Background: an optimization exercise with open tools, aiming at small area and a short achievable clock period. Do not read the settings as production practice.
Only simulation tests tie the RTL to the original design; equivalence was not proved.
Power figures rest on the tool's default switching activity, not on a simulated workload.

// branch_predictor
module branch_predictor (
  input  logic        clk,
  input  logic        reset,
  input  logic [31:0] if_pc,
  output logic        pred_taken,
  output logic [31:0] pred_next_pc,
  input  logic        ex_valid,
  input  logic        ex_is_branch,
  input  logic        ex_is_jump,
  input  logic [31:0] ex_pc,
  input  logic [31:0] ex_target,
  input  logic        ex_taken
);
  logic        valid_r  [32];
  logic [24:0] tag_r    [32];
  logic [31:0] target_r [32];
  logic [1:0]  ctr_r    [32];
  logic [31:0] sel_a_s, sel_b_s, m_n_s;
  logic [31:0] col_tgt_s [32];
  logic [31:0] tgt_rd_s, tgt_rd_n_s, inc_n_s;
  logic [7:0]  or8_s;
  logic [3:0]  or16_n_s;
  logic [1:0]  or32_s;
  logic [3:0]  pt_n_s;
  always_comb
    for (int k = 0; k < 32; k++)
      for (int b = 0; b < 32; b++) col_tgt_s[b][k] = target_r[k][b];
  bp_dec u_dec_a (.idx(if_pc[6:2]), .sel(sel_a_s));
  bp_dec u_dec_b (.idx(if_pc[6:2]), .sel(sel_b_s));
  for (genvar k = 0; k < 32; k++) begin : g_ent
    bp_match_n u_m (.tag(tag_r[k]), .pc_tag(if_pc[31:7]), .valid(valid_r[k]),
                    .ctr1(ctr_r[k][1]), .sel(sel_a_s[k]), .m_n(m_n_s[k]));
  end
  for (genvar i = 0; i < 8; i++) begin : g_or8
    bp_nand4 u_nd (.a(m_n_s[4*i]), .b(m_n_s[4*i+1]), .c(m_n_s[4*i+2]), .d(m_n_s[4*i+3]),
                   .y(or8_s[i]));
  end
  for (genvar i = 0; i < 4; i++) begin : g_or16
    bp_nor2 u_nr (.a(or8_s[2*i]), .b(or8_s[2*i+1]), .y(or16_n_s[i]));
  end
  for (genvar i = 0; i < 2; i++) begin : g_or32
    bp_nand2 u_nd (.a(or16_n_s[2*i]), .b(or16_n_s[2*i+1]), .y(or32_s[i]));
  end
  for (genvar i = 0; i < 4; i++) begin : g_pt
    bp_nor2 u_nr (.a(or32_s[0]), .b(or32_s[1]), .y(pt_n_s[i]));
  end
  bp_inv u_pto (.a(pt_n_s[0]), .y(pred_taken));
  bp_inc_n u_inc (.pc(if_pc), .y_n(inc_n_s));
  for (genvar b = 0; b < 32; b++) begin : g_tgt
    bp_rdbit  u_rd  (.sel(sel_b_s), .d(col_tgt_s[b]), .y(tgt_rd_s[b]));
    bp_inv    u_iv  (.a(tgt_rd_s[b]), .y(tgt_rd_n_s[b]));
    bp_mux2i  u_out (.s(pt_n_s[b / 8]), .a0(tgt_rd_n_s[b]), .a1(inc_n_s[b]),
                     .y(pred_next_pc[b]));
  end
  logic [31:0] ex_sel_s;
  logic [31:0] col_tag_s [25];
  ...
For scale: ~5100 cells after synthesis, roughly 1900 flip-flops, about 140 I/O pins, roughly 79000 µm² of cells after synthesis.
make LEC_CHECK=0 CAP_MARGIN=20 CORE_MARGIN=2 CORE_UTILIZATION=65 SETUP_SLACK_MARGIN=2.2 SLEW_MARGIN=20 SYNTH_HIERARCHICAL=1 SYNTH_MINIMUM_KEEP_SIZE=0 finish   # period 7.0 ns
run.sh (not shown) runs the stock make flow with config.mk's settings and CLKGATE_MAP_FILE= SYNTH_SCRIPT=/design/flow/synth_recipe.tcl, a recipe that flattens the netlist after the stock synthesis.
Change:
Settings changed: CTS_BUF_LIST set to sky130_fd_sc_hd__clkbuf_8 sky130_fd_sc_hd__clkbuf_16, CTS_CLUSTER_DIAMETER set to 60, CTS_CLUSTER_SIZE set to 28, SETUP_SLACK_MARGIN 2.2 to 2.5, TNS_END_PERCENT set to 5.
Result: The new run produced a clean layout; synthesized cell count does not change; non-clock buffer count rises by 100; wire length hardly moves; register-to-register slack gains 0.03 ns; cell area rises by 1.7%; core utilization rises by 1.4 points; synthesized area is unchanged; total power falls by 5.9%; flip-flop and latch count is unchanged.

== the baseline ==
branch_predictor, a different RTL version from the one above (not shown whole).
Size: ~5,000 cells after synthesis, ~140 I/O pins, roughly 0.079 mm^2 of cells after synthesis.
clock: 7.0 ns
lec_check: 0
cap_margin: 20
core_margin: 2
core_utilization: 65
cts_buf_list: sky130_fd_sc_hd__clkbuf_8
cts_cluster_diameter: 45
cts_cluster_size: 18
setup_slack_margin: 2.4
slew_margin: 20
synth_hierarchical: 1
synth_minimum_keep_size: 0
tns_end_percent: 5
For the candidate, these inputs were changed with respect to the baseline:
- a deleted TNS_END_PERCENT that had been 5
- a change of SETUP_SLACK_MARGIN from 2.4 to 2.2
- The baseline and the candidate ended up with roughly the same post-synthesis async set-or-reset flop share.
- Placement-stage worst setup slack (higher): the baseline
- NOTE wire length on met3 the baseline->the candidate decreased by a few percent

## run A
branch_predictor again, from the RTL that the note above started with.
export LEC_CHECK = 0
export CAP_MARGIN = 20
export CORE_MARGIN = 2
export CORE_UTILIZATION = 65
export CTS_BUF_LIST = sky130_fd_sc_hd__clkbuf_8
export CTS_CLUSTER_DIAMETER = 45
export CTS_CLUSTER_SIZE = 18
export SETUP_SLACK_MARGIN = 2.2
export SLEW_MARGIN = 20
export SYNTH_HIERARCHICAL = 1
export SYNTH_MINIMUM_KEEP_SIZE = 0
export TNS_END_PERCENT = 20
create_clock -name core_clock -period 7.0 [get_ports {clk}]
standard.sh (not shown) runs the stock make flow with config.mk's settings and CLKGATE_MAP_FILE= SYNTH_SCRIPT=/design/flow/synth_recipe.tcl, a recipe that flattens the netlist after the stock synthesis.
==> flow/flow/run.sh <==
#!/bin/bash
# The standard layout, with the input and output port buffers inserted as buf_2
# instead of the default port buffer cell. All output goes to standard_flow.log here,
# and ORFS keeps each step's own log under orfs/logs/.
set -euo pipefail
here="$(pwd)"
bash standard.sh "BUFFER_PORTS_ARGS=-buffer_cell sky130_fd_sc_hd__buf_2" finish > "$here/standard_flow.log" 2>&1
--- input diff run A..run B ---
- removing TNS_END_PERCENT (formerly 20)
- changing CTS_CLUSTER_SIZE from 18 to 28
- changing CORE_UTILIZATION from 65 to 58
- changing CTS_CLUSTER_DIAMETER from 45 to 60
- changing CTS_BUF_LIST from sky130_fd_sc_hd__clkbuf_8 to sky130_fd_sc_hd__clkbuf_8 sky130_fd_sc_hd__clkbuf_16
==> flow/run.sh (new file) <==
#!/bin/bash
# synth_recipe.tcl (not shown) runs the flow's synth.tcl, then flattens the netlist and writes it again
# the make line also repeats each setting of config.mk as NAME=value (left out here)
make -C /OpenROAD-flow-scripts/flow DESIGN_CONFIG=/design/flow/config.mk WORK_HOME=/design/flow/orfs CLKGATE_MAP_FILE= SYNTH_SCRIPT=/design/flow/synth_recipe.tcl finish
removed: flow/flow/run.sh
removed: flow/standard.sh
[summary]
Between run A and run B, power share of the clock group increased.
Comparing via density per instance for run A and run B, the bigger number came from run A.
On share of layout cells above drive strength 1, run B tracks run A almost exactly.
Total number of vias: run B lower than run A
Delta(clock skew, run B - run A) < 0
For the detailed route wirelength on metal2, run B came in about 17% higher than run A did.
Between run B and run A, it is run B whose summed area of non-filler cells in the final layout is higher, by about 3.3%.
### run B -> run C
- changing CTS_CLUSTER_DIAMETER from 60 to 45
- setting GPL_ROUTABILITY_DRIVEN to 0 for the first time
- changing CTS_CLUSTER_SIZE from 28 to 18
- changing CORE_UTILIZATION from 58 to 65
- changing CTS_BUF_LIST from sky130_fd_sc_hd__clkbuf_8 sky130_fd_sc_hd__clkbuf_16 to sky130_fd_sc_hd__clkbuf_8
## What came out
- Both conditions hold for run C: the flow ran to the end and the final layout passed the timing, design-rule and antenna checks.
- Taking run B as the reference, in run C finished layout cell area shrank by 0.0013 mm², number of inserted diodes increased by 8 relative to the old numbers.
- Across both runs, first-pass GRT wire length was higher for run C than for run B.
- | utilization | run C vs run B | 7.3 points higher |
- Taking run B as the reference point, the clock group share of total power of run C falls by 3.7 points.
- Run C vs run B: non-clock buffer count down
- Count of buffer and inverter cells on the critical path: run C < run B
[inputs] run D vs run C
- swapping 2.2 for 2.4 in SETUP_SLACK_MARGIN
- clearing GPL_ROUTABILITY_DRIVEN, which used to be 0
- putting TNS_END_PERCENT at 20 where nothing was set
==> flow/flow/run.sh (new file) <==
#!/bin/bash
# The standard layout, with the input and output port buffers inserted as buf_4
# instead of the default port buffer cell. All output goes to standard_flow.log here,
# and ORFS keeps each step's own log under orfs/logs/.
set -euo pipefail
here="$(pwd)"
bash standard.sh "BUFFER_PORTS_ARGS=-buffer_cell sky130_fd_sc_hd__buf_4" finish > "$here/standard_flow.log" 2>&1
==> flow/standard.sh (new file) <==
#!/bin/bash
# synth_recipe.tcl (not shown) runs the flow's synth.tcl, then flattens the netlist and writes it again
# the make line also repeats each setting of config.mk as NAME=value (left out here)
make -C /OpenROAD-flow-scripts/flow DESIGN_CONFIG=/design/flow/config.mk WORK_HOME=/design/flow/orfs CLKGATE_MAP_FILE= SYNTH_SCRIPT=/design/flow/synth_recipe.tcl "${@:-finish}"
removed: flow/run.sh
[summary]
- Compared run D vs run C, and met1 capacity usage during global routing is down in run D.
- Diff run C -> run D: post-placement cell count -about 1%; final critical delay including setup and external delays -130 ps; total number of vias saw a decrease; number of inserted filler cells in the final layout decreased 150; met2 capacity usage during global routing dropped 1.7 points.

re-timing with driven ports:
Ports are ideal in the flow. The routed layouts listed here were re-timed in OpenROAD.
Step 1 sets driving cells, clkbuf_16 on the clock port and buf_2 on the other inputs (assumed; they add their load-dependent delay and slew).
Step 2, shift: input delay + t, output delay - t, t = (earliest + latest rising clock arrival at the registers) / 2. This alone moves slack from input paths to output paths.
a / b / c = no drivers / after step 1 / after step 2; a / b = the first two.
| run | shift t [ns] | setup WS [ns] | hold slack, ns | clock arrival spread, ns | pins driven straight from the clock port |
|---|---|---|---|---|---|
| the first run of note 1 | 0.909 | 1.802 / 1.767 / 1.230 | 0.484 / 0.484 / 0.484 | 0.037 / 0.037 | 1 |
| the second run of note 1 | 0.841 | 1.909 / 1.688 / 1.431 | 0.481 / 0.481 / 0.481 | 0.039 / 0.038 | 1 |
| the baseline | 1.025 | 1.787 / 1.749 / 1.137 | 0.488 / 0.488 / 0.488 | 0.049 / 0.048 | 1 |
| the candidate | 1.019 | 1.865 / 1.793 / 0.981 | 0.486 / 0.486 / 0.486 | 0.047 / 0.047 | 1 |
| run A | 1.011 | 1.789 / 1.663 / 1.098 | 0.491 / 0.491 / 0.491 | 0.052 / 0.051 | 1 |
| run B | 0.876 | 1.824 / 1.741 / 1.021 | 0.484 / 0.484 / 0.484 | 0.038 / 0.038 | 1 |
| run C | 1.000 | 1.826 / 1.778 / 1.010 | 0.488 / 0.488 / 0.488 | 0.042 / 0.042 | 1 |
| run D | 1.010 | 1.953 / 1.602 / 1.213 | 0.489 / 0.489 / 0.489 | 0.042 / 0.043 | 1 |
After both steps setup and hold are still met in every run listed. The setup slack of the candidate, which loses most, moves by -0.072 ns with the drivers and by -0.884 ns with both steps.
